This design comes from an exercise in tuning for small area, a short achievable clock period and few clock cycles per item on the open sky130 flow, not from production work. Only simulation tests tie the RTL to the original design; equivalence was not proved. Power and IR drop assume default switching activity.

$ cat constraint.sdc
create_clock -name core_clock -period 11.0 [get_ports {clk}]
set_input_delay 2.2000 -clock core_clock [delete_from_list [all_inputs] [get_ports {clk}]]
set_output_delay 2.2000 -clock core_clock [all_outputs]
set_load 0.01 [all_outputs]
$ cat config.mk
export PLATFORM = sky130hd
export DESIGN_NAME = md5_core
export DESIGN_NICKNAME = md5_core
export VERILOG_FILES = /design/flow/design.v
export SDC_FILE = /design/flow/constraint.sdc
export NUM_CORES = 4
export LEC_CHECK = 0
export CAP_MARGIN = 20
export CORE_MARGIN = 2
export CORE_UTILIZATION = 40
export CTS_BUF_LIST = sky130_fd_sc_hd__clkbuf_4 sky130_fd_sc_hd__clkbuf_8
export SLEW_MARGIN = 20
export SYNTH_HIERARCHICAL = 1
export SYNTH_MINIMUM_KEEP_SIZE = 0
$ cat standard.sh
#!/bin/bash
# synth_recipe.tcl (not shown) runs the flow's synth.tcl, then flattens the netlist and writes it again
# the make line also repeats each setting of config.mk as NAME=value (left out here)
make -C /OpenROAD-flow-scripts/flow DESIGN_CONFIG=/design/flow/config.mk WORK_HOME=/design/flow/orfs CLKGATE_MAP_FILE= SYNTH_SCRIPT=/design/flow/synth_recipe.tcl "${@:-finish}"
$ cat design.v
package md5_pkg;
    localparam logic [31:0] IV_A = 32'h67452301;
    localparam logic [31:0] IV_B = 32'hefcdab89;
    localparam logic [31:0] IV_C = 32'h98badcfe;
    localparam logic [31:0] IV_D = 32'h10325476;
    localparam logic [31:0] C0F  = 32'hd76aa477;
    localparam logic [31:0] K1_LAST = 32'hefadab89;
    function automatic logic [3:0] ring_slot(input logic [3:0] w);
        case (w)
            4'd0: ring_slot = 4'd9;
            4'd1: ring_slot = 4'd2;
            4'd2: ring_slot = 4'd0;
            4'd3: ring_slot = 4'd3;
            4'd4: ring_slot = 4'd5;
            4'd5: ring_slot = 4'd6;
            4'd6: ring_slot = 4'd12;
            4'd7: ring_slot = 4'd7;
            4'd8: ring_slot = 4'd1;
            4'd9: ring_slot = 4'd10;
            4'd10: ring_slot = 4'd8;
            4'd11: ring_slot = 4'd11;
            4'd12: ring_slot = 4'd13;
            4'd13: ring_slot = 4'd14;
            4'd14: ring_slot = 4'd4;
            4'd15: ring_slot = 4'd15;
            default: ring_slot = 4'd0;
        endcase
    endfunction
    function automatic logic [3:0] tap_slot(input logic [2:0] j);
        case (j)
            3'd0: tap_slot = 4'd1;
            3'd1: tap_slot = 4'd2;
            3'd2: tap_slot = 4'd3;
            3'd3: tap_slot = 4'd4;
            3'd4: tap_slot = 4'd7;
            3'd5: tap_slot = 4'd10;
            3'd6: tap_slot = 4'd12;
            3'd7: tap_slot = 4'd15;
            default: tap_slot = 4'd0;
        endcase
    endfunction
    function automatic logic [7:0] tap_sel(input logic [5:0] n);
        case (n)
            6'd0: tap_sel = 8'b00000010;
            6'd1: tap_sel = 8'b10000000;
            6'd2: tap_sel = 8'b00000001;
            6'd3: tap_sel = 8'b00000010;
            6'd4: tap_sel = 8'b00000010;
            6'd5: tap_sel = 8'b00010000;
            6'd6: tap_sel = 8'b00000001;
            6'd7: tap_sel = 8'b00100000;
            6'd8: tap_sel = 8'b00000010;
            6'd9: tap_sel = 8'b10000000;
            6'd10: tap_sel = 8'b00000001;
            6'd11: tap_sel = 8'b00000010;
            6'd12: tap_sel = 8'b00000010;
            6'd13: tap_sel = 8'b00010000;
            6'd14: tap_sel = 8'b00000001;
            6'd15: tap_sel = 8'b00000100;
            6'd16: tap_sel = 8'b01000000;
            6'd17: tap_sel = 8'b00100000;
            6'd18: tap_sel = 8'b00010000;
            6'd19: tap_sel = 8'b00000100;
            6'd20: tap_sel = 8'b00001000;
            6'd21: tap_sel = 8'b00100000;
            6'd22: tap_sel = 8'b10000000;
            6'd23: tap_sel = 8'b00000100;
            6'd24: tap_sel = 8'b01000000;
            6'd25: tap_sel = 8'b00100000;
            6'd26: tap_sel = 8'b00010000;
            6'd27: tap_sel = 8'b00000100;
            6'd28: tap_sel = 8'b00001000;
            6'd29: tap_sel = 8'b00100000;
            6'd30: tap_sel = 8'b10000000;
            6'd31: tap_sel = 8'b00010000;
            6'd32: tap_sel = 8'b00000001;
            6'd33: tap_sel = 8'b00100000;
            6'd34: tap_sel = 8'b00000010;
            6'd35: tap_sel = 8'b10000000;
            6'd36: tap_sel = 8'b00000001;
            6'd37: tap_sel = 8'b00000010;
            6'd38: tap_sel = 8'b00000010;
            6'd39: tap_sel = 8'b00010000;
            6'd40: tap_sel = 8'b00000001;
            6'd41: tap_sel = 8'b00100000;
            6'd42: tap_sel = 8'b00000010;
            6'd43: tap_sel = 8'b10000000;
            6'd44: tap_sel = 8'b00000001;
            6'd45: tap_sel = 8'b00000010;
            6'd46: tap_sel = 8'b00000010;
            6'd47: tap_sel = 8'b00100000;
            6'd48: tap_sel = 8'b00010000;
            6'd49: tap_sel = 8'b00000100;
            6'd50: tap_sel = 8'b00001000;
            6'd51: tap_sel = 8'b00100000;
            6'd52: tap_sel = 8'b10000000;
            6'd53: tap_sel = 8'b00000100;
            6'd54: tap_sel = 8'b01000000;
            6'd55: tap_sel = 8'b00100000;
            6'd56: tap_sel = 8'b00010000;
            6'd57: tap_sel = 8'b00000100;
            6'd58: tap_sel = 8'b00001000;
            6'd59: tap_sel = 8'b00100000;
            6'd60: tap_sel = 8'b10000000;
            6'd61: tap_sel = 8'b00000100;
            6'd62: tap_sel = 8'b01000000;
            default: tap_sel = 8'b0;
        endcase
    endfunction
    function automatic logic [31:0] k_next(input logic [7:0] h, input logic [7:0] l);
        k_next[0] = (h[0] & (l[1] | l[3] | l[5] | l[6])) | (h[1] & (l[0] | l[1] | l[4] | l[6])) | (h[2] & (l[1] | l[3] | l[4] | l[5])) | (h[3] & (l[1] | l[2] | l[3] | l[5])) | (h[4] & (l[0] | l[4])) | (h[5] & (l[1] | l[2] | l[3] | l[4] | l[6])) | (h[6] & (l[0] | l[1] | l[2] | l[3] | l[5] | l[6] | l[7])) | (h[7] & (l[2] | l[4] | l[5] | l[6] | l[7]));
        k_next[1] = (h[0] & (l[0] | l[1] | l[2] | l[3] | l[4] | l[5])) | (h[1] & (l[0] | l[2] | l[3] | l[4] | l[5] | l[7])) | (h[2] & (l[2] | l[4] | l[7])) | (h[3] & (l[0] | l[1] | l[6] | l[7])) | (h[4] & (l[1] | l[7])) | (h[5] & (l[0])) | (h[6] & (l[0] | l[1] | l[3] | l[4] | l[7])) | (h[7] & (l[3] | l[5]));
        k_next[2] = (h[0] & (l[0] | l[2] | l[3])) | (h[1] & (l[0] | l[2] | l[5])) | (h[2] & (l[3] | l[7])) | (h[3] & (l[0] | l[1] | l[2] | l[3])) | (h[4] & (l[2] | l[3] | l[7])) | (h[5] & (l[1] | l[2] | l[4] | l[6] | l[7])) | (h[6] & (l[0] | l[1] | l[5] | l[7])) | (h[7] & (l[1] | l[4]));
        k_next[3] = (h[0] & (l[1] | l[2] | l[3] | l[4] | l[7])) | (h[1] & (l[0] | l[2] | l[5])) | (h[2] & (l[2] | l[3] | l[6])) | (h[3] & (l[2] | l[4] | l[5] | l[6])) | (h[4] & (l[2] | l[4])) | (h[5] & (l[0] | l[3] | l[5])) | (h[6] & (l[2] | l[5] | l[7])) | (h[7] & (l[5]));
        k_next[4] = (h[0] & (l[0] | l[1] | l[5] | l[7])) | (h[1] & (l[1] | l[2] | l[4])) | (h[2] & (l[1] | l[3] | l[4])) | (h[3] & (l[0] | l[4] | l[5])) | (h[4] & (l[6])) | (h[5] & (l[0] | l[3] | l[5])) | (h[6] & (l[0] | l[2] | l[4] | l[5] | l[6])) | (h[7] & (l[1] | l[4] | l[5] | l[6]));
        k_next[5] = (h[0] & (l[2] | l[3] | l[4])) | (h[1] & (l[0] | l[1] | l[2] | l[3] | l[6] | l[7])) | (h[2] & (l[2] | l[7])) | (h[3] & (l[2] | l[4])) | (h[4] & (l[1] | l[4] | l[5] | l[6])) | (h[5] & (l[0] | l[3] | l[4] | l[5] | l[6])) | (h[6] & (l[1] | l[2] | l[5])) | (h[7] & (l[0] | l[2] | l[4] | l[5]));
        k_next[6] = (h[0] & (l[0] | l[1] | l[2] | l[7])) | (h[1] & (l[7])) | (h[2] & (l[0] | l[1] | l[3] | l[4] | l[6] | l[7])) | (h[3] & (l[0] | l[2] | l[4] | l[5] | l[7])) | (h[4] & (l[3] | l[5] | l[6] | l[7])) | (h[5] & (l[0] | l[4] | l[5] | l[6] | l[7])) | (h[6] & (l[3] | l[5] | l[6] | l[7])) | (h[7] & (l[0]));
        k_next[7] = (h[0] & (l[1] | l[2] | l[3] | l[7])) | (h[1] & (l[0] | l[1] | l[2] | l[4] | l[5])) | (h[2] & (l[2] | l[5] | l[6] | l[7])) | (h[3] & (l[0] | l[1] | l[2] | l[4] | l[5] | l[6])) | (h[4] & (l[0] | l[4] | l[7])) | (h[5] & (l[0] | l[1] | l[4] | l[5])) | (h[6] & (l[0] | l[1] | l[3] | l[4] | l[6])) | (h[7] & (l[0] | l[2] | l[3] | l[5] | l[6]));
        k_next[8] = (h[0] & (l[0] | l[3] | l[6])) | (h[1] & (l[0] | l[1] | l[2] | l[3] | l[4] | l[5] | l[7])) | (h[2] & (l[0] | l[2] | l[6] | l[7])) | (h[3] & (l[0] | l[1] | l[3] | l[4] | l[7])) | (h[4] & (l[1] | l[4] | l[5])) | (h[5] & (l[0] | l[2] | l[4])) | (h[6] & (l[0] | l[1] | l[3] | l[6])) | (h[7] & (l[1] | l[2] | l[6] | l[7]));
        k_next[9] = (h[0] & (l[0] | l[2] | l[3] | l[4] | l[5])) | (h[1] & (l[0] | l[1] | l[2] | l[5])) | (h[2] & (l[0] | l[1] | l[2] | l[5] | l[6])) | (h[3] & (l[0] | l[4] | l[5])) | (h[4] & (l[0] | l[3] | l[4] | l[5] | l[7])) | (h[5] & (l[0] | l[6] | l[7])) | (h[6] & (l[0] | l[1] | l[7])) | (h[7] & (l[0] | l[1] | l[3] | l[4] | l[5] | l[6] | l[7]));
        k_next[10] = (h[0] & (l[0] | l[2] | l[3] | l[4] | l[5] | l[6])) | (h[1] & (l[0] | l[2] | l[7])) | (h[2] & (l[2] | l[4] | l[5] | l[7])) | (h[3] & (l[0] | l[1] | l[2] | l[6])) | (h[4] & (l[0] | l[4] | l[6] | l[7])) | (h[5] & (l[0] | l[2] | l[5] | l[6])) | (h[6] & (l[0] | l[4] | l[5] | l[6] | l[7])) | (h[7] & (l[0] | l[3]));
        k_next[11] = (h[0] & (l[2] | l[3] | l[7])) | (h[1] & (l[1] | l[6])) | (h[2] & (l[1] | l[6] | l[7])) | (h[3] & (l[1] | l[3] | l[6] | l[7])) | (h[4] & (l[2] | l[3] | l[4] | l[5] | l[6] | l[7])) | (h[5] & (l[2] | l[4] | l[5])) | (h[6] & (l[0] | l[3] | l[4] | l[6] | l[7])) | (h[7] & (l[3]));
        k_next[12] = (h[0] & (l[0] | l[1] | l[6] | l[7])) | (h[1] & (l[0] | l[1] | l[2] | l[3] | l[4])) | (h[2] & (l[0] | l[1] | l[3] | l[4] | l[6])) | (h[3] & (l[2] | l[7])) | (h[4] & (l[0] | l[2] | l[6] | l[7])) | (h[5] & (l[1] | l[2] | l[3] | l[4] | l[5] | l[6])) | (h[6] & (l[0] | l[3] | l[5] | l[6] | l[7])) | (h[7] & (l[2] | l[3] | l[4] | l[5] | l[6]));
        k_next[13] = (h[0] & (l[0] | l[1])) | (h[1] & (l[0] | l[4] | l[7])) | (h[2] & (l[0] | l[5] | l[6])) | (h[3] & (l[3] | l[4] | l[7])) | (h[4] & (l[0] | l[1] | l[2] | l[3] | l[6] | l[7])) | (h[5] & (l[0] | l[1] | l[5] | l[7])) | (h[6] & (l[0] | l[1] | l[2] | l[5] | l[7])) | (h[7] & (l[0] | l[3] | l[4] | l[7]));
        k_next[14] = (h[0] & (l[1] | l[2] | l[4] | l[5])) | (h[1] & (l[0] | l[1] | l[2] | l[4] | l[5])) | (h[2] & (l[1] | l[2] | l[5] | l[6] | l[7])) | (h[3] & (l[3] | l[6])) | (h[4] & (l[0] | l[1] | l[3] | l[4] | l[5] | l[7])) | (h[5] & (l[3] | l[5] | l[6])) | (h[6] & (l[0] | l[3] | l[4] | l[5] | l[6] | l[7])) | (h[7] & (l[0] | l[1] | l[3] | l[4] | l[5] | l[6]));
        k_next[15] = (h[0] & (l[0] | l[2] | l[4] | l[6] | l[7])) | (h[1] & (l[0] | l[2])) | (h[2] & (l[0] | l[2] | l[5] | l[6] | l[7])) | (h[3] & (l[3] | l[4])) | (h[4] & (l[0] | l[3] | l[4] | l[6])) | (h[5] & (l[3] | l[4])) | (h[6] & (l[0] | l[2] | l[4] | l[5])) | (h[7] & (l[0] | l[4] | l[5] | l[6]));
        k_next[16] = (h[0] & (l[0] | l[2] | l[4])) | (h[1] & (l[1] | l[5])) | (h[2] & (l[3] | l[5] | l[6] | l[7])) | (h[3] & (l[0] | l[1] | l[3] | l[4] | l[5])) | (h[4] & (l[0] | l[1] | l[2] | l[5] | l[6] | l[7])) | (h[5] & (l[0] | l[1] | l[4] | l[7])) | (h[6] & (l[2] | l[3] | l[5])) | (h[7] & (l[1] | l[3] | l[5] | l[7]));
        k_next[17] = (h[0] & (l[0] | l[4] | l[6])) | (h[1] & (l[1] | l[7])) | (h[2] & (l[1] | l[2] | l[3] | l[6])) | (h[3] & (l[0] | l[2] | l[3] | l[4] | l[5] | l[6] | l[7])) | (h[4] & (l[3] | l[4] | l[5] | l[6] | l[7])) | (h[5] & (l[1] | l[4] | l[5])) | (h[6] & (l[0] | l[2] | l[3] | l[5])) | (h[7] & (l[3] | l[4] | l[5] | l[6]));
        k_next[18] = (h[0] & (l[0] | l[2] | l[3] | l[4] | l[6])) | (h[1] & (l[0] | l[1] | l[2] | l[6] | l[7])) | (h[2] & (l[1] | l[2] | l[3] | l[4])) | (h[3] & (l[0] | l[1] | l[4] | l[5])) | (h[4] & (l[1] | l[2] | l[3] | l[4] | l[6])) | (h[5] & (l[1] | l[3] | l[6])) | (h[6] & (l[1] | l[4] | l[5] | l[6])) | (h[7] & (l[0] | l[5] | l[6] | l[7]));
        k_next[19] = (h[0] & (l[2] | l[3])) | (h[1] & (l[1] | l[2] | l[4] | l[5] | l[7])) | (h[2] & (l[1] | l[3])) | (h[3] & (l[2] | l[4] | l[5] | l[6] | l[7])) | (h[4] & (l[1] | l[3] | l[4] | l[5] | l[6] | l[7])) | (h[5] & (l[1] | l[2] | l[4] | l[6] | l[7])) | (h[6] & (l[0] | l[3] | l[4] | l[5] | l[7])) | (h[7] & (l[0] | l[2] | l[4]));
        k_next[20] = (h[0] & (l[2] | l[3] | l[5])) | (h[1] & (l[1] | l[2] | l[3] | l[4] | l[5] | l[6] | l[7])) | (h[2] & (l[1] | l[2] | l[6])) | (h[3] & (l[0] | l[1] | l[2] | l[7])) | (h[4] & (l[0] | l[1] | l[3] | l[4] | l[5] | l[6] | l[7])) | (h[5] & (l[3] | l[4])) | (h[6] & (l[1] | l[2] | l[3])) | (h[7] & (l[3] | l[4] | l[5]));
        k_next[21] = (h[0] & (l[1] | l[2] | l[3] | l[5])) | (h[1] & (l[1] | l[5] | l[6])) | (h[2] & (l[2] | l[3] | l[5] | l[7])) | (h[3] & (l[0] | l[3] | l[4] | l[5] | l[6] | l[7])) | (h[4] & (l[0] | l[2] | l[3] | l[5] | l[6])) | (h[5] & (l[0] | l[1] | l[5] | l[6] | l[7])) | (h[6] & (l[0] | l[5] | l[7])) | (h[7] & (l[0] | l[4]));
        k_next[22] = (h[0] & (l[0] | l[3] | l[6])) | (h[1] & (l[0] | l[1] | l[2] | l[5])) | (h[2] & (l[0] | l[1] | l[4] | l[6] | l[7])) | (h[3] & (l[1] | l[2] | l[3] | l[4] | l[5] | l[7])) | (h[4] & (l[0] | l[2] | l[4])) | (h[5] & (l[1] | l[3] | l[4])) | (h[6] & (l[3] | l[5])) | (h[7] & (l[3] | l[5] | l[7]));
        k_next[23] = (h[0] & (l[0] | l[2] | l[4] | l[7])) | (h[1] & (l[1] | l[3] | l[4] | l[6])) | (h[2] & (l[2] | l[5] | l[6] | l[7])) | (h[3] & (l[1] | l[3] | l[4] | l[7])) | (h[4] & (l[1] | l[2] | l[3] | l[4] | l[5] | l[6] | l[7])) | (h[5] & (l[0] | l[1] | l[2] | l[3] | l[4] | l[5] | l[6])) | (h[6] & (l[1] | l[2] | l[5] | l[6] | l[7])) | (h[7] & (l[5] | l[6]));
        k_next[24] = (h[0] & (l[2] | l[3] | l[4] | l[6] | l[7])) | (h[1] & (l[0] | l[1] | l[2] | l[3] | l[4] | l[6])) | (h[2] & (l[2] | l[6] | l[7])) | (h[3] & (l[0] | l[2] | l[3] | l[5] | l[6] | l[7])) | (h[4] & (l[0] | l[1] | l[2] | l[4])) | (h[5] & (l[3] | l[5])) | (h[6] & (l[0] | l[1] | l[3] | l[4] | l[5] | l[6] | l[7])) | (h[7] & (l[1] | l[3] | l[4] | l[6] | l[7]));
        k_next[25] = (h[0] & (l[4])) | (h[1] & (l[0] | l[1] | l[3] | l[5] | l[7])) | (h[2] & (l[1] | l[3] | l[4] | l[6])) | (h[3] & (l[0] | l[5] | l[7])) | (h[4] & (l[0] | l[4] | l[5] | l[6])) | (h[5] & (l[0] | l[4] | l[5])) | (h[6] & (l[0] | l[1] | l[4] | l[5] | l[7])) | (h[7] & (l[0] | l[1] | l[2] | l[3] | l[5] | l[6] | l[7]));
        k_next[26] = (h[0] & (l[1] | l[3] | l[4] | l[6])) | (h[1] & (l[1] | l[4] | l[5] | l[7])) | (h[2] & (l[1] | l[3] | l[6])) | (h[3] & (l[1] | l[2] | l[4] | l[5] | l[6] | l[7])) | (h[4] & (l[0] | l[1] | l[2] | l[3] | l[5] | l[6])) | (h[5] & (l[1] | l[2] | l[4] | l[5] | l[6] | l[7])) | (h[6] & (l[2] | l[3] | l[4] | l[5] | l[6] | l[7])) | (h[7] & (l[0] | l[2] | l[3] | l[4] | l[7]));
        k_next[27] = (h[0] & (l[0] | l[5] | l[6] | l[7])) | (h[1] & (l[0] | l[1] | l[2] | l[3] | l[4] | l[6])) | (h[2] & (l[2] | l[5])) | (h[3] & (l[3] | l[4] | l[6] | l[7])) | (h[4] & (l[1] | l[2] | l[4] | l[6] | l[7])) | (h[5] & (l[0] | l[3] | l[5])) | (h[6] & (l[1] | l[2] | l[4] | l[5] | l[7])) | (h[7] & (l[0] | l[2] | l[4] | l[5] | l[6]));
        k_next[28] = (h[0] & (l[3] | l[6])) | (h[1] & (l[1] | l[4] | l[7])) | (h[2] & (l[3] | l[5])) | (h[3] & (l[1] | l[4] | l[7])) | (h[4] & (l[2] | l[5] | l[6])) | (h[5] & (l[1] | l[3] | l[5] | l[7])) | (h[6] & (l[2] | l[5])) | (h[7] & (l[0] | l[3] | l[4]));
        k_next[29] = (h[0] & (l[0] | l[1] | l[3] | l[5] | l[6] | l[7])) | (h[1] & (l[1] | l[3] | l[4] | l[5] | l[7])) | (h[2] & (l[1] | l[2] | l[6] | l[7])) | (h[3] & (l[1] | l[3] | l[4] | l[5] | l[7])) | (h[4] & (l[1] | l[2] | l[3] | l[5] | l[6] | l[7])) | (h[5] & (l[0] | l[4] | l[7])) | (h[6] & (l[1] | l[2] | l[3] | l[5] | l[7])) | (h[7] & (l[0] | l[1] | l[3] | l[4] | l[5] | l[6] | l[7]));
        k_next[30] = (h[0] & (l[0] | l[2] | l[3] | l[4] | l[6] | l[7])) | (h[1] & (l[1] | l[3] | l[4] | l[6] | l[7])) | (h[2] & (l[0] | l[2] | l[3] | l[5] | l[6])) | (h[3] & (l[0] | l[1] | l[2] | l[4] | l[5] | l[7])) | (h[4] & (l[1] | l[2] | l[4] | l[5])) | (h[5] & (l[0] | l[1] | l[3] | l[4] | l[6] | l[7])) | (h[6] & (l[0] | l[2] | l[3] | l[5] | l[7])) | (h[7] & (l[0] | l[2] | l[3] | l[6] | l[7]));
        k_next[31] = (h[0] & (l[0] | l[2] | l[3] | l[5] | l[6])) | (h[1] & (l[0] | l[1] | l[2] | l[4] | l[5] | l[7])) | (h[2] & (l[0] | l[2] | l[3] | l[5] | l[6])) | (h[3] & (l[0] | l[1] | l[3] | l[4] | l[6] | l[7])) | (h[4] & (l[0] | l[2] | l[3] | l[5] | l[6])) | (h[5] & (l[0] | l[1] | l[3] | l[4] | l[6] | l[7])) | (h[6] & (l[1] | l[2] | l[4] | l[5] | l[6])) | (h[7] & (l[0] | l[1] | l[3] | l[4] | l[6]));
    endfunction
    function automatic logic [4:0] shift_of(input logic [3:0] i);
        case (i)
            4'd0: shift_of = 5'd7;
            4'd1: shift_of = 5'd12;
            4'd2: shift_of = 5'd17;
            4'd3: shift_of = 5'd22;
            4'd4: shift_of = 5'd5;
            4'd5: shift_of = 5'd9;
            4'd6: shift_of = 5'd14;
            4'd7: shift_of = 5'd20;
            4'd8: shift_of = 5'd4;
            4'd9: shift_of = 5'd11;
            4'd10: shift_of = 5'd16;
            4'd11: shift_of = 5'd23;
            4'd12: shift_of = 5'd6;
            4'd13: shift_of = 5'd10;
            4'd14: shift_of = 5'd15;
            4'd15: shift_of = 5'd21;
            default: shift_of = 5'd0;
        endcase
    endfunction
    function automatic logic [7:0] rot_sel(input logic [5:0] n);
        case ({n[5:4], n[1:0]})
            4'd0: rot_sel = {4'b0001, 4'b1000};   
            4'd1: rot_sel = {4'b0010, 4'b1000};   
            4'd2: rot_sel = {4'b0100, 4'b1000};   
            4'd3: rot_sel = {4'b1000, 4'b0100};   
            4'd4: rot_sel = {4'b0001, 4'b0010};   
            4'd5: rot_sel = {4'b0010, 4'b0001};   
            4'd6: rot_sel = {4'b0100, 4'b0001};   
            4'd7: rot_sel = {4'b1000, 4'b0001};   
            4'd8: rot_sel = {4'b0001, 4'b0001};   
            4'd9: rot_sel = {4'b0010, 4'b0100};   
            4'd10: rot_sel = {4'b0100, 4'b0100};   
            4'd11: rot_sel = {4'b1000, 4'b1000};   
            4'd12: rot_sel = {4'b0001, 4'b0100};   
            4'd13: rot_sel = {4'b0010, 4'b0010};   
            4'd14: rot_sel = {4'b0100, 4'b0010};   
            4'd15: rot_sel = {4'b1000, 4'b0010};   
            default: rot_sel = 8'b0;
        endcase
    endfunction
endpackage
`timescale 1ns/1ps
module md5_msg_regs(
    input  logic         clk,
    input  logic         busy_i,
    input  logic [511:0] msg_i,
    input  logic [7:0]   tap_sel_i,   
    output logic [31:0]  word_o
);
    logic [31:0] ring [16];
    always_ff @(posedge clk) begin
        for (int w = 0; w < 16; w++) begin
            if (busy_i) ring[w] <= ring[(w + 1) % 16];
            else        ring[md5_pkg::ring_slot(4'(w))] <= msg_i[w*32 +: 32];
        end
    end
    always_comb begin
        word_o = '0;
        for (int j = 0; j < 8; j++) begin
            word_o = word_o | ({32{tap_sel_i[j]}} & ring[md5_pkg::tap_slot(3'(j))]);
        end
    end
endmodule
`timescale 1ns/1ps
module md5_step_sched(
    input  logic        clk,
    input  logic        reset_n,
    input  logic        start_i,
    output logic        busy_o,
    output logic        last_o,      
    output logic [3:0]  fn_o,        
    output logic [3:0]  qsel_o,      
    output logic [3:0]  rsel_o,      
    output logic [3:0]  qseln_o,     
    output logic [3:0]  rseln_o,
    output logic [15:0] ssel_o,      
    output logic [31:0] k1_o,        
    output logic [7:0]  tap_sel_o,   
    output logic [7:0]  kh_o,        
    output logic [7:0]  kl_o,        
    output logic        done_o
);
    logic       busy, last;
    logic [5:0] cnt, nstep, nnext;
    assign nstep = busy ? cnt + 6'd1 : 6'd0;
    assign nnext = busy ? cnt + 6'd2 : 6'd1;
    always_ff @(posedge clk) begin
        if (!reset_n) begin
            busy   <= 1'b0;
            last   <= 1'b0;
            done_o <= 1'b0;
        end else begin
            done_o <= last;
            last   <= busy && (cnt == 6'd62);
            if (busy) busy <= !last;
            else      busy <= start_i;
        end
    end
    always_ff @(posedge clk) begin
        cnt <= nstep;
        fn_o             <= 4'd1 << nnext[5:4];
        {qsel_o, rsel_o}   <= md5_pkg::rot_sel(nstep);
        {qseln_o, rseln_o} <= ~md5_pkg::rot_sel(nstep);
        ssel_o           <= 16'd1 << {nstep[5:4], nstep[1:0]};
        if (busy && cnt == 6'd62) k1_o <= md5_pkg::K1_LAST;
        else k1_o <= ~32'd0 << md5_pkg::shift_of({nstep[5:4], nstep[1:0]});
        tap_sel_o        <= md5_pkg::tap_sel(nstep);
        kh_o             <= 8'd1 << nstep[5:3];
        kl_o             <= 8'd1 << nstep[2:0];
    end
    assign busy_o = busy;
    assign last_o = last;
endmodule
`timescale 1ns/1ps
module md5_round_datapath(
    input  logic         clk,
    input  logic         busy_i,
    input  logic         last_i,
    input  logic [3:0]   fn_i,
    input  logic [3:0]   qsel_i,      
    input  logic [3:0]   rsel_i,
    input  logic [3:0]   qseln_i,     
    input  logic [3:0]   rseln_i,
    input  logic [15:0]  ssel_i,
    input  logic [31:0]  k1_i,      
    input  logic [7:0]   kh_i,
    input  logic [7:0]   kl_i,
    input  logic [31:0]  msg0_i,    
    input  logic [31:0]  word_i,    
    output logic [127:0] digest_o
);
    logic [31:0] b, c, d, p, x0, x1, nx0, nx1;
    logic [31:0] f, rp, rf, k0, k1;
    logic [31:0] e0s, e0c, e1s, e1c, u0, v0, u1, v1, z0, z1, new_b;
    logic [31:0] e0m, e1m, v0m, v1m;
    logic [31:0] pg;    
    logic        cw;    
    function automatic logic [31:0] rotate(input logic [31:0] x,
                                           input logic [3:0] q,
                                           input logic [3:0] r);
        logic [31:0] y;
        y = ({32{q[0]}} & {x[27:0], x[31:28]})
          | ({32{q[1]}} & {x[22:0], x[31:23]})
          | ({32{q[2]}} & {x[17:0], x[31:18]})
          | ({32{q[3]}} & {x[11:0], x[31:12]});
        rotate = ({32{r[0]}} & y)
               | ({32{r[1]}} & {y[30:0], y[31]})
               | ({32{r[2]}} & {y[29:0], y[31:30]})
               | ({32{r[3]}} & {y[28:0], y[31:29]});
    endfunction
    function automatic logic [63:0] prefix(input logic [31:0] g, input logic [31:0] t);
        logic [31:0] gg, tt, gn, tn;
        gg = g;
        tt = t;
        for (int sp = 1; sp < 32; sp = sp * 2) begin
            gn = gg;
            tn = tt;
            for (int i = sp; i < 32; i++) begin
                gn[i] = gg[i] | (tt[i] & gg[i - sp]);
                tn[i] = tt[i] & tt[i - sp];
            end
            gg = gn;
            tt = tn;
        end
        prefix = {tt, gg};
    endfunction
    function automatic logic [31:0] add_ci(input logic [31:0] x, input logic [31:0] y,
                                           input logic ci);
        logic [31:0] h, gg, tt, s;
        h = x ^ y;
        {tt, gg} = prefix(x & y, h);
        s[0] = h[0] ^ ci;
        for (int i = 1; i < 32; i++) s[i] = h[i] ^ (gg[i-1] | (tt[i-1] & ci));
        add_ci = s;
    endfunction
    assign f = (b & x1) | (~b & x0);
    assign nx1 = ({32{fn_i[0]}} & b)
               | ({32{fn_i[1]}} & (b | c))
               | ({32{fn_i[2]}} & ~(b ^ c))
               | ({32{fn_i[3]}} & ~b);
    assign nx0 = ({32{fn_i[0]}} & c)
               | ({32{fn_i[1]}} & (b & ~c))
               | ({32{fn_i[2]}} & (b ^ c))
               | ({32{fn_i[3]}} & ~(b ^ c));
    md5_carries u_car (.x_i(p), .y_i(f), .c_o(pg));
    always_comb begin
        cw = 1'b0;
        for (int i = 0; i < 16; i++) begin
            cw = cw | (ssel_i[i] & pg[31 - md5_pkg::shift_of(4'(i))]);
        end
    end
    assign k0 = {32{last_i}} & md5_pkg::IV_B;
    assign k1 = k1_i;
    assign rp = rotate(p, ~qseln_i, ~rseln_i);
    assign rf = rotate(f, qsel_i, rsel_i);
    assign e0s = b ^ rp ^ k0;
    assign e0m = (b & rp) | (b & k0) | (rp & k0);
    assign e0c = {e0m[30:0], 1'b0};
    assign e1s = b ^ rp ^ k1;
    assign e1m = (b & rp) | (b & k1) | (rp & k1);
    assign e1c = {e1m[30:0], 1'b0};
    assign u0  = e0s ^ e0c ^ rf;
    assign v0m = (e0s & e0c) | (e0s & rf) | (e0c & rf);
    assign v0  = {v0m[30:0], 1'b0};
    assign u1  = e1s ^ e1c ^ rf;
    assign v1m = (e1s & e1c) | (e1s & rf) | (e1c & rf);
    assign v1  = {v1m[30:0], 1'b0};
    md5_add_ci u_add0 (.x_i(u0), .y_i(v0), .ci_i(cw), .s_o(z0));
    md5_add_ci u_add1 (.x_i(u1), .y_i(v1), .ci_i(cw), .s_o(z1));
    assign new_b = pg[31] ? z1 : z0;
    always_ff @(posedge clk) begin
        if (!busy_i) begin
            b <= md5_pkg::IV_B;
            c <= md5_pkg::IV_C;
            d <= md5_pkg::IV_D;
            p <= msg0_i;
            x0 <= md5_pkg::C0F;
            x1 <= md5_pkg::C0F;
        end else begin
            x0 <= nx0;
            x1 <= nx1;
            b <= new_b;
            c <= last_i ? b + md5_pkg::IV_C : b;
            d <= last_i ? c + md5_pkg::IV_D : c;
            p <= d + word_i + md5_pkg::k_next(kh_i, kl_i);
        end
    end
    assign digest_o = {d, c, b, p};
endmodule
module md5_add_ci(
    input  logic [31:0] x_i,
    input  logic [31:0] y_i,
    input  logic        ci_i,
    output logic [31:0] s_o
);
    logic [31:0] h, gg, tt, gn, tn;
    always_comb begin
        h  = x_i ^ y_i;
        gg = x_i & y_i;
        tt = h;
        for (int sp = 1; sp < 32; sp = sp * 2) begin
            gn = gg;
            tn = tt;
            for (int i = sp; i < 32; i++) begin
                gn[i] = gg[i] | (tt[i] & gg[i - sp]);
                tn[i] = tt[i] & tt[i - sp];
            end
            gg = gn;
            tt = tn;
        end
        s_o[0] = h[0] ^ ci_i;
        for (int i = 1; i < 32; i++) s_o[i] = h[i] ^ (gg[i-1] | (tt[i-1] & ci_i));
    end
endmodule
module md5_carries(
    input  logic [31:0] x_i,
    input  logic [31:0] y_i,
    output logic [31:0] c_o
);
    logic [31:0] gg, tt, gn, tn;
    always_comb begin
        gg = x_i & y_i;
        tt = x_i ^ y_i;
        for (int sp = 1; sp < 32; sp = sp * 2) begin
            gn = gg;
            tn = tt;
            for (int i = sp; i < 32; i++) begin
                gn[i] = gg[i] | (tt[i] & gg[i - sp]);
                tn[i] = tt[i] & tt[i - sp];
            end
            gg = gn;
            tt = tn;
        end
        c_o = gg;
    end
endmodule
`timescale 1ns/1ps
module md5_core(
    input  logic         clk,
    input  logic         reset_n,
    input  logic         start_i,
    input  logic [511:0] msg_i,
    output logic [127:0] digest_o,
    output logic         done_o
);
    logic        busy, last;
    logic [3:0]  qsel, qseln, rseln;
    logic [3:0]  fn;
    logic [3:0]  rsel;
    logic [15:0] ssel;
    logic [7:0]  tap_sel, kh, kl;
    logic [31:0] word, k1;
    md5_step_sched u_sched (
        .clk       (clk),
        .reset_n   (reset_n),
        .start_i   (start_i),
        .busy_o    (busy),
        .last_o    (last),
        .fn_o      (fn),
        .qsel_o    (qsel),
        .rsel_o    (rsel),
        .qseln_o   (qseln),
        .rseln_o   (rseln),
        .ssel_o    (ssel),
        .k1_o      (k1),
        .tap_sel_o (tap_sel),
        .kh_o      (kh),
        .kl_o      (kl),
        .done_o    (done_o)
    );
    md5_msg_regs u_msg (
        .clk       (clk),
        .busy_i    (busy),
        .msg_i     (msg_i),
        .tap_sel_i (tap_sel),
        .word_o    (word)
    );
    md5_round_datapath u_dp (
        .clk      (clk),
        .busy_i   (busy),
        .last_i   (last),
        .fn_i     (fn),
        .qsel_i   (qsel),
        .rsel_i   (rsel),
        .qseln_i  (qseln),
        .rseln_i  (rseln),
        .ssel_i   (ssel),
        .k1_i     (k1),
        .kh_i     (kh),
        .kl_i     (kl),
        .msg0_i   (msg_i[31:0]),
        .word_i   (word),
        .digest_o (digest_o)
    );
endmodule
$ cat flow/run.sh
#!/bin/bash
# Standard ORFS layout, with plain buf_1 cells as port buffers and a
# tighter setup-repair target; every tool's output is kept in the ORFS logs
# and in standard.log.
set -euo pipefail
export BUFFER_PORTS_ARGS="-buffer_cell sky130_fd_sc_hd__buf_1"
export SETUP_SLACK_MARGIN=7
bash standard.sh > standard.log 2>&1
==> results.txt, run 1 <==
Setup TNS 0 ps; Worst slew margin a little under a quarter; met3 wire length roughly 17 mm; Tcrit/Tclk final between 40 and 50%; Cells after DPL around 6400; I/O pins 644; DRT iter0 DRCs around 3800; cell row count 122; die area roughly 110000 um^2; Hold WS between 400 and 500 ps; DR WL met2 87.5 mm; Final Cell Area about 55000 um^2; Port Buffers 643; top layer in use met5; Core Box Area around 110000 um^2; cell count of the worst reg-to-reg path 23; Max stage delay cell, worst path dfxtp_4; HP Class flip-flop to flip-flop; root buf cell clkbuf_8; status complete, no violations; Clock transition at path regs ~70 ps; WHS Endpoint u_msg.ring[12][20]$_DFF_P_; Max IR drop VDD approximately 0.38 mV; crit path launch type flip-flop; final WL approximately 190 mm; R2R Path End u_dp.b[25]$_SDFF_PN1_; Post-route DRC 0; CTS Hold Buffers Added 0; Worst setup EP type flip-flop; largest net degree at the start of global routing roughly 160; slowest stage delay, CP between 300 and 400 ps; via/cell ratio 5.88; origin of the critical flop-to-flop path u_dp.b[9]$_SDFF_PN1_; worst-case clock buffer depth 3; CTS tree yes; CP max FO 5; HPWL Detailed around 140 mm; Synth-to-Final Area Change 22.8%; max-cap violations 0; WL/cell ~28 um; met1 WL 78.6 mm; most frequent CP cell a21oi_4; clock latency on the worst-skew pair 860 ps; min Tclk post-route approximately 4800 ps; cells after synthesis 4487; ratio of cells with drive above 1 in the final layout around 27%; Worst Hold Launch u_msg.ring[13][20]$_DFF_P_; worst-margin pin slew 1140 ps; post-route ant nets 0; overall power approximately 17 mW; Mapped Avg Cell Area 9.97 um^2; FF-to-FF setup slack slightly above 6000 ps; die width about 340 um; Critical Path Start u_dp.b[9]$_SDFF_PN1_; CP Data Required Time ~12000 ps; Worst Hold Depth 1; pwr/cell area approximately 320 nW/um^2; Starting Density between 40% and 50%; Final WS setup around 6000 ps; Final Hold Viols 0; All-Layer GR Usage between 30% and 40%; Final nets a little over 6000; Crit path max-delay family compound AO/OA/AOI/OAI gates; H-tree levels 4; CTS Buf Count approximately 140; Setup Skew 58.4 ps; unrepaired setup endpoints after global routing yes; Worst path depth 23; vias in the first global route 38900; Non-Filler Instances 6813; CTS sink count ~800; Buf+Inv Stages, Crit Path 2; DRT Pass-1 Iters 10; worst-path cell chain mux2_4 -> ha_4 -> a21oi_4 -> o21ai_4 -> a2111oi_4 -> a21oi_4 -> a31o_4 -> a2bb2oi_2 -> a21o_1 -> a22o_1 -> a221oi_2 -> nand4_1 -> buf_6 -> a211oi_4 -> o211ai_4 -> a21oi_4 -> o31ai_4 -> buf_4 -> a2111oi_4 -> o21ai_1 -> xor2_1 -> mux2i_1 -> nand2_1; Worst Path Arrival 5560 ps; first-pass GRT wire length about 270 mm; initial antenna violation count 22; CP Class flip-flop to flip-flop; DP Worst Slack roughly 5300 ps; Core Util, Final 49.6%; total grt overflow 0; Ys Warns 12; via count around 40000; DIE HEIGHT ~340 um; achievable clock frequency between 0.2 and 0.25 GHz; area of the mapped netlist around 45000 um^2; RD Place Congestion about 1.0; placed inst area 48200 um^2; Pleak 22.2 nW; fin. max-slew vios 0; final setup violation count 0
## worst reg2reg max path: stages (launching register included)
cell and delay [ps]:
dfxtp_4 390, mux2_4 350, ha_4 260, a21oi_4 140
o21ai_4 80, a2111oi_4 320, a21oi_4 110, a31o_4 240
a2bb2oi_2 130, a21o_1 170, a22o_1 200, a221oi_2 170
nand4_1 120, buf_6 180, a211oi_4 300, o211ai_4 170
a21oi_4 230, o31ai_4 100, buf_4 160, a2111oi_4 350
o21ai_1 120, xor2_1 160, mux2i_1 180, nand2_1 70
## timing repair
item | in CTS | in global routing
pin swaps | 114 | 105
setup buffers | 89 | 57
gates resized for setup | 349 | 179
endpoints found under the hold margin | 0 | 0
endpoints found under the setup margin | 95 | 62
gates cloned | 2 | 2
## routing by layer
metal | GRT usage (%) | vias to the layer above
met5 | 0 | -
met4 | 15.3 | 6
met3 | 7.60 | 481
met2 | 51.2 | 2071
met1 | 41.1 | 19700
li1 | - | 17800
## power breakdown
group / switching [mW] / internal, mW
combinational: 5.93 / 4.46
clock: 1.38 / 1.77
sequential: 0.499 / 3.31
## layout by cell type (no fill, tap or decap), types with 154 or more instances in the layout
cell type,count
nor2_1,154
clkbuf_8,181
buf_4,162
a22oi_1,296
mux2_2,537
dfxtp_1,726
buf_1,631
inv_1,265
ha_1,155
nand2_1,297
## worst max-delay path by stage
stage / end / slack [ps]
2_1_floorplan: u_dp.b[26]$_SDFF_PN1_ / 6570
3_3_place_gp: u_dp.b[21]$_SDFF_PN0_ / 5370
3_5_place_dp: u_dp.b[21]$_SDFF_PN0_ / 5320
4_1_cts: u_dp.b[25]$_SDFF_PN1_ / 6150
5_1_grt: u_dp.b[25]$_SDFF_PN1_ / 6020
6_report: u_dp.b[25]$_SDFF_PN1_ / 6150
## sequential cells by signal (all words and copies together), names as in the netlist, 8 cells and up
signal             cells
u_dp.b                32
u_sched.ssel_o        16
u_sched.tap_sel_o      8
u_dp.x1               32
u_sched.kl_o           8
u_dp.x0               32
u_msg.ring           512
u_dp.d                32
u_sched.kh_o           8
u_sched.k1_o          30
u_dp.p                32
u_dp.c                32
## area by class of cell
class	count	area, um^2
clock inverters	32	424
well taps	1488	1860
diodes	16	40.0
clock buffers	223	2810
inverters	274	1030
repair buffers	855	4370
fillers	10500	55900
flip-flops and latches	803	16300
multi-input cells	3122	28100
Testbench counts, summed over its fixed seeds: cycles 12,488, items 192.
==> run 2, diff against run 1 <==
--- a/design.v
+++ b/design.v
@@ -279,3 +279,3 @@
     logic [31:0] e0s, e0c, e1s, e1c, u0, v0, u1, v1, z0, z1, new_b;
-    logic [31:0] e0m, e1m, v0m, v1m;
+    logic [31:0] e0m, e1m, v0m, v1m, h0, g0, t0, h1, g1, t1;
     logic [31:0] pg;    
@@ -352,4 +352,6 @@
     assign v1  = {v1m[30:0], 1'b0};
-    md5_add_ci u_add0 (.x_i(u0), .y_i(v0), .ci_i(cw), .s_o(z0));
-    md5_add_ci u_add1 (.x_i(u1), .y_i(v1), .ci_i(cw), .s_o(z1));
+    md5_prefix u_pre0 (.x_i(u0), .y_i(v0), .h_o(h0), .g_o(g0), .t_o(t0));
+    md5_prefix u_pre1 (.x_i(u1), .y_i(v1), .h_o(h1), .g_o(g1), .t_o(t1));
+    assign z0 = h0 ^ {g0[30:0] | (t0[30:0] & {31{cw}}), cw};
+    assign z1 = h1 ^ {g1[30:0] | (t1[30:0] & {31{cw}}), cw};
     assign new_b = pg[31] ? z1 : z0;
@@ -374,13 +376,14 @@
 endmodule
-module md5_add_ci(
+module md5_prefix(
     input  logic [31:0] x_i,
     input  logic [31:0] y_i,
-    input  logic        ci_i,
-    output logic [31:0] s_o
+    output logic [31:0] h_o,
+    output logic [31:0] g_o,
+    output logic [31:0] t_o
 );
-    logic [31:0] h, gg, tt, gn, tn;
+    logic [31:0] gg, tt, gn, tn;
     always_comb begin
-        h  = x_i ^ y_i;
-        gg = x_i & y_i;
-        tt = h;
+        h_o = x_i ^ y_i;
+        gg  = x_i & y_i;
+        tt  = h_o;
         for (int sp = 1; sp < 32; sp = sp * 2) begin
@@ -395,4 +398,4 @@
         end
-        s_o[0] = h[0] ^ ci_i;
-        for (int i = 1; i < 32; i++) s_o[i] = h[i] ^ (gg[i-1] | (tt[i-1] & ci_i));
+        g_o = gg;
+        t_o = tt;
     end
==> run 2 against run 1 <==
Effect of this change:
- still clean
- sequential power about the same
- clock skew up 3.5 ps
- final area is 5.3% higher
- first-iteration DRC count grew 15%
- critical endpoint is now u_dp.p[31]$_DFF_P_
- largest cell class unchanged
- largest power group unchanged
==> results.txt, run 2 <==
HPWL Detailed 146 mm (was 145 mm); total grt overflow 0 (unchanged); Final Cell Area 57900 um^2 (was 54900 um^2); RD Place Congestion 0.982 (was 1.01); HP Class flip-flop to flip-flop (unchanged); status complete, no violations (unchanged); vias in the first global route 40200 (was 38900); DRT Pass-1 Iters 9 (was 10); CTS tree yes (unchanged); cells after synthesis 4635 (was 4487); min Tclk post-route 4780 ps (was 4850 ps); die width 340 um (was 338 um); Pleak 23.3 nW (was 22.2 nW); largest net degree at the start of global routing 87 (was 159); I/O pins 644 (unchanged); pwr/cell area 342 nW/um^2 (was 316 nW/um^2); worst-case clock buffer depth 3 (unchanged); Starting Density 40.3% (was 40.4%); Worst slew margin 20.7% (was 23.7%); Mapped Avg Cell Area 9.76 um^2 (was 9.97 um^2); DIE HEIGHT 340 um (was 338 um); crit path launch type flip-flop (unchanged); root buf cell clkbuf_8 (unchanged); post-route ant nets 0 (unchanged); final WL 201 mm (was 193 mm); Cells after DPL 6551 (was 6392); die area 116000 um^2 (was 115000 um^2); Tcrit/Tclk final 43.5% (was 44.0%); CTS Hold Buffers Added 0 (unchanged); Post-route DRC 0 (unchanged); area of the mapped netlist 45200 um^2 (was 44700 um^2); cell row count 123 (was 122); final setup violation count 0 (unchanged); via/cell ratio 5.92 (was 5.88); Final WS setup 6220 ps (was 6150 ps); Setup Skew 61.9 ps (was 58.4 ps); WL/cell 28.5 um (was 28.3 um); Worst Hold Depth 1 (unchanged); Final Hold Viols 0 (unchanged); clock latency on the worst-skew pair 890 ps (was 860 ps); Biggest register u_msg.ring (unchanged); first-pass GRT wire length 283 mm (was 274 mm); CTS Buf Count 142 (was 143); Clock transition at path regs 60 ps (was 70 ps); All-Layer GR Usage 33.1% (was 32.2%); CP Data Required Time 11770 ps (was 11710 ps); via count 41800 (was 40000); achievable clock frequency 0.209 GHz (was 0.206 GHz); number of flip-flops in the largest register 512 (unchanged); Port Buffers 643 (unchanged); Final nets 6301 (was 6063); cell count of the worst reg-to-reg path 16 (was 23); Setup TNS 0 ps (unchanged); CTS sink count 803 (unchanged); most frequent cells in the layout dfxtp_1 (716), buf_1 (633), mux2_2 (545) (was dfxtp_1 (726), buf_1 (631), mux2_2 (537)); Core Util, Final 51.5% (was 49.6%); DRT iter0 DRCs 4340 (was 3760); Hold WS 434 ps (about the same); overall power 19.8 mW (was 17.3 mW); ratio of cells with drive above 1 in the final layout 31.0% (was 27.3%); DP Worst Slack 5750 ps (was 5320 ps); Non-Filler Instances 7062 (was 6813); CP max FO 12 (was 5); initial antenna violation count 28 (was 22); Synth-to-Final Area Change 27.9% (was 22.8%); CP Class flip-flop to flip-flop (unchanged); unrepaired setup endpoints after global routing yes (unchanged); Max IR drop VDD 0.287 mV (was 0.381 mV); Core Box Area 112000 um^2 (was 111000 um^2); Worst setup EP type flip-flop (unchanged); max-cap violations 0 (unchanged); worst-margin pin slew 1180 ps (was 1140 ps); placed inst area 49400 um^2 (was 48200 um^2); commonest non-fill, non-tap cell in the layout dfxtp_1 (unchanged); fin. max-slew vios 0 (unchanged); Worst Path Arrival 5550 ps (was 5560 ps); H-tree levels 4 (unchanged); Ys Warns 12 (unchanged)
-- run 2: metal layers --
layer / wire, um / part of all wire [%] / track usage [%]
met5: 81 / 0.040 / 0
met4: 12400 / 6.1 / 18.2
met2: 91300 / 45 / 52.5
met1: 78900 / 39 / 40.9
met3: 18800 / 9.3 / 8.62
-- run 2: timing repair --
| action | in CTS | in global routing |
|---|---|---|
| pin swaps | 197 | 144 |
| gates resized for setup | 558 | 179 |
| endpoints found under the setup margin | 96 | 55 |
| buffers inserted | 176 | 54 |
| gates cloned | 12 | 0 |
-- run 2: path summary, 6_finish.rpt --
| check | slack (ps) | endpoint | from |
|---|---|---|---|
| max reg2reg | 6220 | u_dp.p[31]$_DFF_P_ | u_sched.kl_o[2]$_DFF_P_ |
| min reg2reg | 430 | u_msg.ring[4][20]$_DFF_P_ | u_msg.ring[5][20]$_DFF_P_ |
| max | 6220 | u_dp.p[31]$_DFF_P_ | u_sched.kl_o[2]$_DFF_P_ |
| min | 430 | u_msg.ring[4][20]$_DFF_P_ | u_msg.ring[5][20]$_DFF_P_ |
-- run 2: critical path, stage by stage, from the launching register on --
cell and delay (ps):
dfxtp_4 350, buf_12 140, or2_4 260, buf_4 160, nand2_1 230, nand2_1 90
a221o_1 270, a211oi_1 750, nand4_1 390, fa_1 530, ha_1 440, nand3_1 160
o21ai_0 200, inv_1 60, a311o_1 330, and3_4 180, o31ai_2 150
-- run 2: cell type report --
cell class	count	area [um^2]
Timing Repair Buffer	938	5350
Inverter	299	1140
Fill cell	10200	54500
Multi-Input combinational cell	3250	29900
Sequential cell	803	16300
Antenna cell	19	47.5
Clock inverter	38	510
Timing Repair inverter	3	40.0
Tap cell	1500	1880
Clock buffer	212	2640
-- run 2: power breakdown --
group	internal (mW)	switching, mW
logic	5.67	7.19
registers	3.31	0.476
clock network	1.75	1.38
Testbench counts of run 2, summed over its fixed seeds: cycles 12,488, items 192.
==> run 3, diff against run 2 <==
==> flow/run.sh (replaced) <==
#!/bin/bash
# Standard ORFS layout, with plain buf_1 cells as port buffers, a tighter
# setup-repair target and a clock tree with larger sink clusters and no
# dummy loads; every tool's output is kept in the ORFS logs and in
# standard.log.
set -euo pipefail
export BUFFER_PORTS_ARGS="-buffer_cell sky130_fd_sc_hd__buf_1"
export SETUP_SLACK_MARGIN=7
export CTS_ARGS="-sink_clustering_enable -repair_clock_nets -dont_use_dummy_load -sink_clustering_size 16 -sink_clustering_max_diameter 80 -buf_list {sky130_fd_sc_hd__clkbuf_4 sky130_fd_sc_hd__clkbuf_8}"
bash standard.sh > standard.log 2>&1
--- a/config.mk
+++ b/config.mk
@@ -10,3 +10,2 @@
 export CORE_UTILIZATION = 40
-export CTS_BUF_LIST = sky130_fd_sc_hd__clkbuf_4 sky130_fd_sc_hd__clkbuf_8
 export SLEW_MARGIN = 20
==> run 3 against run 2 <==
Effect of this change:
- critical path type unchanged
- sequential cell count did not move
- critical endpoint unchanged
- final area decreased by 5.8%
- clock power fell by 53%
==> results.txt, run 3 <==
H-tree levels 2 (was 4); Hold WS 435 ps (was 434 ps); Worst setup EP type flip-flop (unchanged); via/cell ratio 5.96 (was 5.92); ratio of cells with drive above 1 in the final layout 26.7% (was 31.0%); Setup TNS 0 ps (unchanged); number of flip-flops in the largest register 512 (unchanged); Tcrit/Tclk final 43.1% (was 43.5%); vias in the first global route 38300 (was 40200); clock latency on the worst-skew pair 800 ps (was 890 ps); cell count of the worst reg-to-reg path 16 (unchanged); DP Worst Slack 5750 ps (unchanged); Max IR drop VDD 0.264 mV (was 0.287 mV); Worst path depth 16 (unchanged); Non-Filler Instances 6815 (was 7062); Buf+Inv Stages, Crit Path 2 (was 3); root buf cell clkbuf_8 (unchanged); CTS sink count 803 (unchanged); achievable clock frequency 0.211 GHz (was 0.209 GHz); final setup violation count 0 (unchanged); status complete, no violations (unchanged); slowest stage delay, CP 560 ps (was 750 ps); Core Util, Final 48.5% (was 51.5%); DRT Pass-1 Iters 9 (unchanged); total grt overflow 0 (unchanged); worst-path cell chain buf_12 -> or2_4 -> or3_4 -> a222oi_1 -> nand4_1 -> fa_1 -> ha_1 -> o21a_1 -> o211ai_1 -> a2111o_1 -> a21oi_4 -> o41ai_4 -> buf_4 -> a311o_1 -> and3_4 -> o31ai_2 (was buf_12 -> or2_4 -> buf_4 -> nand2_1 -> nand2_1 -> a221o_1 -> a211oi_1 -> nand4_1 -> fa_1 -> ha_1 -> nand3_1 -> o21ai_0 -> inv_1 -> a311o_1 -> and3_4 -> o31ai_2); post-route ant nets 0 (unchanged); fin. max-slew vios 0 (unchanged); via count 40600 (was 41800); Cells after DPL 6551 (unchanged); initial antenna violation count 29 (was 28); CTS Buf Count 61 (was 142); I/O pins 644 (unchanged); overall power 17.1 mW (was 19.8 mW); Biggest register u_msg.ring (unchanged); CP max FO 9 (was 12); first-pass GRT wire length 273 mm (was 283 mm); crit path launch type flip-flop (unchanged); max-cap violations 0 (unchanged); pwr/cell area 314 nW/um^2 (was 342 nW/um^2); Worst Path Arrival 5440 ps (was 5550 ps); WL/cell 28.8 um (was 28.5 um); CP Class flip-flop to flip-flop (unchanged); Setup Skew 87.3 ps (was 61.9 ps); die area 116000 um^2 (unchanged); HP Class flip-flop to flip-flop (unchanged); Worst Hold Depth 1 (unchanged); Worst slew margin 8.44% (was 20.7%); HPWL Detailed 146 mm (unchanged); Crit path max-delay family compound AO/OA/AOI/OAI gates (unchanged); Final nets 6166 (was 6301); worst-margin pin slew 1360 ps (was 1180 ps); CTS tree yes (unchanged); die width 340 um (unchanged); FF-to-FF setup slack 6250 ps (was 6220 ps); Ys Warns 12 (unchanged); Starting Density 40.3% (unchanged); Core Box Area 112000 um^2 (unchanged); final WL 196 mm (was 201 mm); storage element area 16300 um^2 (unchanged); fillers 10600 (was 10200); DIE HEIGHT 340 um (unchanged); area of the mapped netlist 45200 um^2 (unchanged); All-Layer GR Usage 31.9% (was 33.1%); cells after synthesis 4635 (unchanged); commonest non-fill, non-tap cell in the layout dfxtp_1 (unchanged); Synth-to-Final Area Change 20.5% (was 27.9%); largest net degree at the start of global routing 87 (unchanged); worst-case clock buffer depth 3 (unchanged); Final WS setup 6250 ps (was 6220 ps); RD Place Congestion 0.982 (unchanged); Port Buffers 643 (unchanged); Clock transition at path regs 110 ps (was 60 ps); Final Hold Viols 0 (unchanged); Mapped Avg Cell Area 9.76 um^2 (unchanged); CTS Hold Buffers Added 0 (unchanged); min Tclk post-route 4750 ps (was 4780 ps); Post-route DRC 0 (unchanged); most frequent cells in the layout dfxtp_1 (714), buf_1 (636), mux2_2 (544) (was dfxtp_1 (716), buf_1 (633), mux2_2 (545)); unrepaired setup endpoints after global routing yes (unchanged); Pleak 21.7 nW (was 23.3 nW); CP Data Required Time 11700 ps (was 11770 ps); Max stage delay cell, worst path a2111o_1 (was a211oi_1); Final Cell Area 54500 um^2 (was 57900 um^2); multi-input logic area 29500 um^2 (was 29900 um^2); placed inst area 49400 um^2 (unchanged); cell row count 123 (unchanged); DRT iter0 DRCs 4119 (was 4340)
-- run 3: worst paths after layout --
check                      startpoint                       end
min reg2reg  u_msg.ring[9][3]$_DFF_P_  u_msg.ring[8][3]$_DFF_P_
max reg2reg   u_sched.kl_o[2]$_DFF_P_        u_dp.p[31]$_DFF_P_
max           u_sched.kl_o[2]$_DFF_P_        u_dp.p[31]$_DFF_P_
min          u_msg.ring[9][3]$_DFF_P_  u_msg.ring[8][3]$_DFF_P_
-- run 3: report_power, final --
part | internal [mW] | total [mW] | switching, mW | leakage (nW)
Combinational | 5.09 | 11.8 | 6.76 | 14.5
Clock | 0.492 | 1.48 | 0.985 | 0.439
Sequential | 3.30 | 3.79 | 0.489 | 6.75
Total | 8.88 | 17.1 | 8.23 | 21.7
-- run 3: cell type report --
| cell class | count | area share (%) |
|---|---|---|
| timing repair inverter | 2 | 0.0367 |
| clock buffer | 61 | 1.54 |
| sequential | 803 | 30.0 |
| multi-input combinational | 3250 | 54.2 |
| tap | 1500 | 3.44 |
| timing repair buffer | 885 | 8.72 |
| inverter | 299 | 2.09 |
| antenna | 15 | 0.0688 |
-- run 3: timing repair --
action,in CTS,in global routing
cloned,8,7
pin swaps,69,159
setup endpoints to repair,86,55
gates resized for setup,310,304
buffers inserted,77,96
-- run 3: worst register-to-register path: cells and delay by family (launching register included) --
family / cells / cell delay, ps
buffers and inverters: 2 / 290
DFF: 1 / 360
adders and majority gates: 2 / 950
AOI/OAI and AO/OA: 8 / 2030
and+or+nand+nor: 4 / 1050
-- run 3: routing by layer --
layer  up-vias  GRT usage [%]  part of all wire [%]
met3       546           5.89                   8.6
met2      2135           51.2                    45
li1      18100              -                     -
met5         -              0                 0.055
met4        16           16.0                   6.2
met1     19800           41.1                    40
==> run 4, diff against run 3 <==
--- a/flow/run.sh
+++ b/flow/run.sh
@@ -7,3 +7,3 @@
 export BUFFER_PORTS_ARGS="-buffer_cell sky130_fd_sc_hd__buf_1"
-export SETUP_SLACK_MARGIN=7
+export SETUP_SLACK_MARGIN=6.2
 export CTS_ARGS="-sink_clustering_enable -repair_clock_nets -dont_use_dummy_load -sink_clustering_size 16 -sink_clustering_max_diameter 80 -buf_list {sky130_fd_sc_hd__clkbuf_4 sky130_fd_sc_hd__clkbuf_8}"
==> run 4 against run 3 <==
Effect of this change:
- still clean
- final area is 5.1% lower
- global-route usage decreased by 0.46 points
- first-iteration DRC count grew 6.7%
- critical path depth increased by 2
- clock-buffer cell count rose by 8
- register-to-register slack barely moved
- sequential cell count did not move
- non-clock buffer count down 105
- critical path type unchanged
==> results.txt, run 4 <==
origin of the critical flop-to-flop path u_dp.b[14]$_SDFF_PN0_ (was u_sched.kl_o[2]$_DFF_P_); fillers 10900 (was 10600); cells after synthesis 4635 (unchanged); Max stage delay cell, worst path fa_1 (was a2111o_1); multi-input logic area 27800 um^2 (was 29500 um^2); Setup TNS 0 ps (unchanged); number of flip-flops in the largest register 512 (unchanged); CP Data Required Time 11530 ps (was 11700 ps); CP Class flip-flop to flip-flop (unchanged); Final Hold Viols 0 (unchanged); ratio of cells with drive above 1 in the final layout 21.0% (was 26.7%); Synth-to-Final Area Change 14.4% (was 20.5%); FF-to-FF setup slack 6240 ps (was 6250 ps); DRT iter0 DRCs 4397 (was 4119); storage element area 16200 um^2 (was 16300 um^2); worst-case clock buffer depth 3 (unchanged); CTS Buf Count 69 (was 61); worst-path cell chain buf_4 -> mux2_2 -> a22oi_1 -> nand2_1 -> a22oi_1 -> nand2_1 -> fa_1 -> ha_4 -> nand3_2 -> nor4_4 -> nand3_2 -> nor3_4 -> nand3_2 -> nor3_2 -> a21oi_1 -> xnor2_1 -> nand2_1 -> o211ai_1 (was buf_12 -> or2_4 -> or3_4 -> a222oi_1 -> nand4_1 -> fa_1 -> ha_1 -> o21a_1 -> o211ai_1 -> a2111o_1 -> a21oi_4 -> o41ai_4 -> buf_4 -> a311o_1 -> and3_4 -> o31ai_2); met1 GRT Util 40.7% (was 41.1%); RD Place Congestion 0.973 (was 0.982); fin. max-slew vios 0 (unchanged); min Tclk post-route 4760 ps (was 4750 ps); Worst setup EP type flip-flop (unchanged); die area 116000 um^2 (unchanged); largest net degree at the start of global routing 170 (was 87); area of the mapped netlist 45200 um^2 (unchanged); Core Box Area 112000 um^2 (unchanged); initial antenna violation count 30 (was 29); root buf cell clkbuf_8 (unchanged); CP max FO 9 (unchanged); Final WS setup 6240 ps (was 6250 ps); CTS sink count 803 (unchanged); Max IR drop VDD 0.273 mV (was 0.264 mV); Worst path depth 18 (was 16); first-pass GRT wire length 269 mm (was 273 mm); Crit path max-delay family simple AND/OR/NAND/NOR gates (was compound AO/OA/AOI/OAI gates); cell count of the worst reg-to-reg path 18 (was 16); HPWL Detailed 148 mm (was 146 mm); worst-margin pin slew 1100 ps (was 1360 ps); vias in the first global route 37700 (was 38300); Final nets 6069 (was 6166); final WL 191 mm (was 196 mm); clock latency on the worst-skew pair 780 ps (was 800 ps); Port Buffers 643 (unchanged); status complete, no violations (unchanged); Starting Density 40.3% (unchanged); DIE HEIGHT 340 um (unchanged); achievable clock frequency 0.210 GHz (was 0.211 GHz); placed inst area 48600 um^2 (was 49400 um^2); WL/cell 28.5 um (was 28.8 um); All-Layer GR Usage 31.5% (was 31.9%); CTS Hold Buffers Added 0 (unchanged); die width 340 um (unchanged); GRT busiest layer met2 (unchanged); Mapped Avg Cell Area 9.76 um^2 (unchanged); total grt overflow 0 (unchanged); Worst Hold Depth 1 (unchanged); via count 39900 (was 40600); Worst Path Arrival 5290 ps (was 5440 ps); max-cap violations 0 (unchanged); Biggest register u_msg.ring (unchanged); crit path launch type flip-flop (unchanged); CTS tree yes (unchanged); Clock transition at path regs 110 ps (about the same); cell row count 123 (unchanged); met3 Track Usage GR 5.46% (was 5.89%); pwr/cell area 289 nW/um^2 (was 314 nW/um^2); Core Util, Final 46.1% (was 48.5%); Pleak 20.6 nW (was 21.7 nW); post-route ant nets 0 (unchanged); via/cell ratio 5.94 (was 5.96); DP Worst Slack 5270 ps (was 5750 ps); H-tree levels 3 (was 2); Tcrit/Tclk final 43.2% (was 43.1%); Setup Skew 134 ps (was 87.3 ps); most frequent cells in the layout dfxtp_1 (737), buf_1 (643), mux2_2 (563) (was dfxtp_1 (714), buf_1 (636), mux2_2 (544)); Buf+Inv Stages, Crit Path 1 (was 2); WHS Endpoint u_msg.ring[15][17]$_DFF_P_ (was u_msg.ring[8][3]$_DFF_P_); HP Class flip-flop to flip-flop (unchanged); slowest stage delay, CP 610 ps (was 560 ps); Final Cell Area 51700 um^2 (was 54500 um^2); Post-route DRC 0 (unchanged); unrepaired setup endpoints after global routing yes (unchanged); met2 Use GR 51.3% (was 51.2%); Ys Warns 12 (unchanged); I/O pins 644 (unchanged); Worst slew margin 26.4% (was 8.44%); R2R Path End u_dp.b[29]$_SDFF_PN1_ (was u_dp.p[31]$_DFF_P_); DRT Pass-1 Iters 6 (was 9); commonest non-fill, non-tap cell in the layout dfxtp_1 (unchanged); Worst Hold Launch u_msg.ring[0][17]$_DFF_P_ (was u_msg.ring[9][3]$_DFF_P_); final setup violation count 0 (unchanged)
-- run 4: cell types whose count changed in the layout (fill, tap and decap cells not counted), sizes merged --
cell and change:
diode +7, buf -99, bufbuf -2, clkinvlp +4
clkbuf +5, inv -3, clkdlybuf4s15 -1, clkinv -1
-- run 4: per-layer routing --
layer | routed length [um] | part of all wire [%]
met3 | 15500 | 8.1
met4 | 9860 | 5.2
met5 | 99 | 0.052
met1 | 77200 | 40
met2 | 88700 | 46
-- run 4: stage by stage --
step | total power [mW] | hold slack (ps) | cells
after floorplan | 9.85 | 433 | 4638
after global placement | 12.3 | 436 | 6564
after detailed placement | 12.3 | 439 | 6564
after CTS | 14.1 | 414 | 6657
after global routing | 15.9 | 424 | 6717
final | 15.0 | 421 | 6725
-- run 4: area by class of cell --
type / instances / area share (%)
Timing Repair inverter: 2 / 0.0290
Inverter: 299 / 2.18
Antenna cell: 22 / 0.106
Clock buffer: 69 / 1.84
Timing Repair Buffer: 780 / 7.09
Sequential cell: 803 / 31.4
Multi-Input combinational cell: 3250 / 53.7
Tap cell: 1500 / 3.63
-- run 4: how the worst max path moves through the flow --
stage	from	to	slack [ps]
after floorplan	u_sched.qseln_o[0]$_DFF_P_	u_dp.b[29]$_SDFF_PN1_	6280
after global routing	u_sched.qseln_o[2]$_DFF_P_	u_dp.b[28]$_SDFF_PN0_	6040
after CTS	u_dp.p[21]$_DFF_P_	u_dp.b[29]$_SDFF_PN1_	6130
final	u_dp.b[14]$_SDFF_PN0_	u_dp.b[29]$_SDFF_PN1_	6240
after detailed placement	u_sched.kl_o[0]$_DFF_P_	u_dp.p[27]$_DFF_P_	5270
after global placement	u_sched.kl_o[0]$_DFF_P_	u_dp.p[27]$_DFF_P_	5280
-- run 4: worst register-to-register path: cells and delay by family (launching register included) --
family	cells	cell delay, ps
simple gates	9	1820
fa+ha+maj	2	950
compound gates	4	600
mux	1	470
flops	1	360
buf+inv	1	240
xor+xnor	1	150
-- run 4: repair_timing --
item,in CTS,in global routing
pin swaps,18,43
cloned,2,2
setup buffers,22,42
resized for setup,139,217
endpoints found under the setup margin,51,40
-- run 4: power by group --
group          total (mW)  switching (mW)  internal [mW]
clock                1.57            1.01          0.563
sequential           3.78           0.489           3.29
combinational        9.62            5.75           3.87
total                15.0            7.25           7.72

what the ideal ports hide:
Ports are ideal in the flow. The routed layouts listed here were re-timed in OpenROAD.
Step 1: set_driving_cell puts a clkbuf_16 on clk and a buf_2 on each other input, an assumption about the parent block.
Step 2 moves the port delays by t, midway between the first and last clock arrival at a register: inputs arrive t later, outputs are due t later. That takes back most of the time a late clock gives input paths.
a / b / c = no drivers / after step 1 / after step 2; a / b = the first two.
run | shift t [ns] | slack for setup (ns) | worst setup path after step 2 | latest minus earliest clock arrival (ns)
run 1 | 0.906 | 6.155 / 6.155 / 6.155 | register to register | 0.058 / 0.058
run 2 | 0.931 | 6.218 / 6.218 / 6.218 | register to register | 0.062 / 0.063
run 3 | 0.820 | 6.254 / 6.254 / 6.254 | register to register | 0.089 / 0.090
run 4 | 0.789 | 6.245 / 6.245 / 6.245 | register to register | 0.134 / 0.134
After both steps every run listed still meets setup and hold.
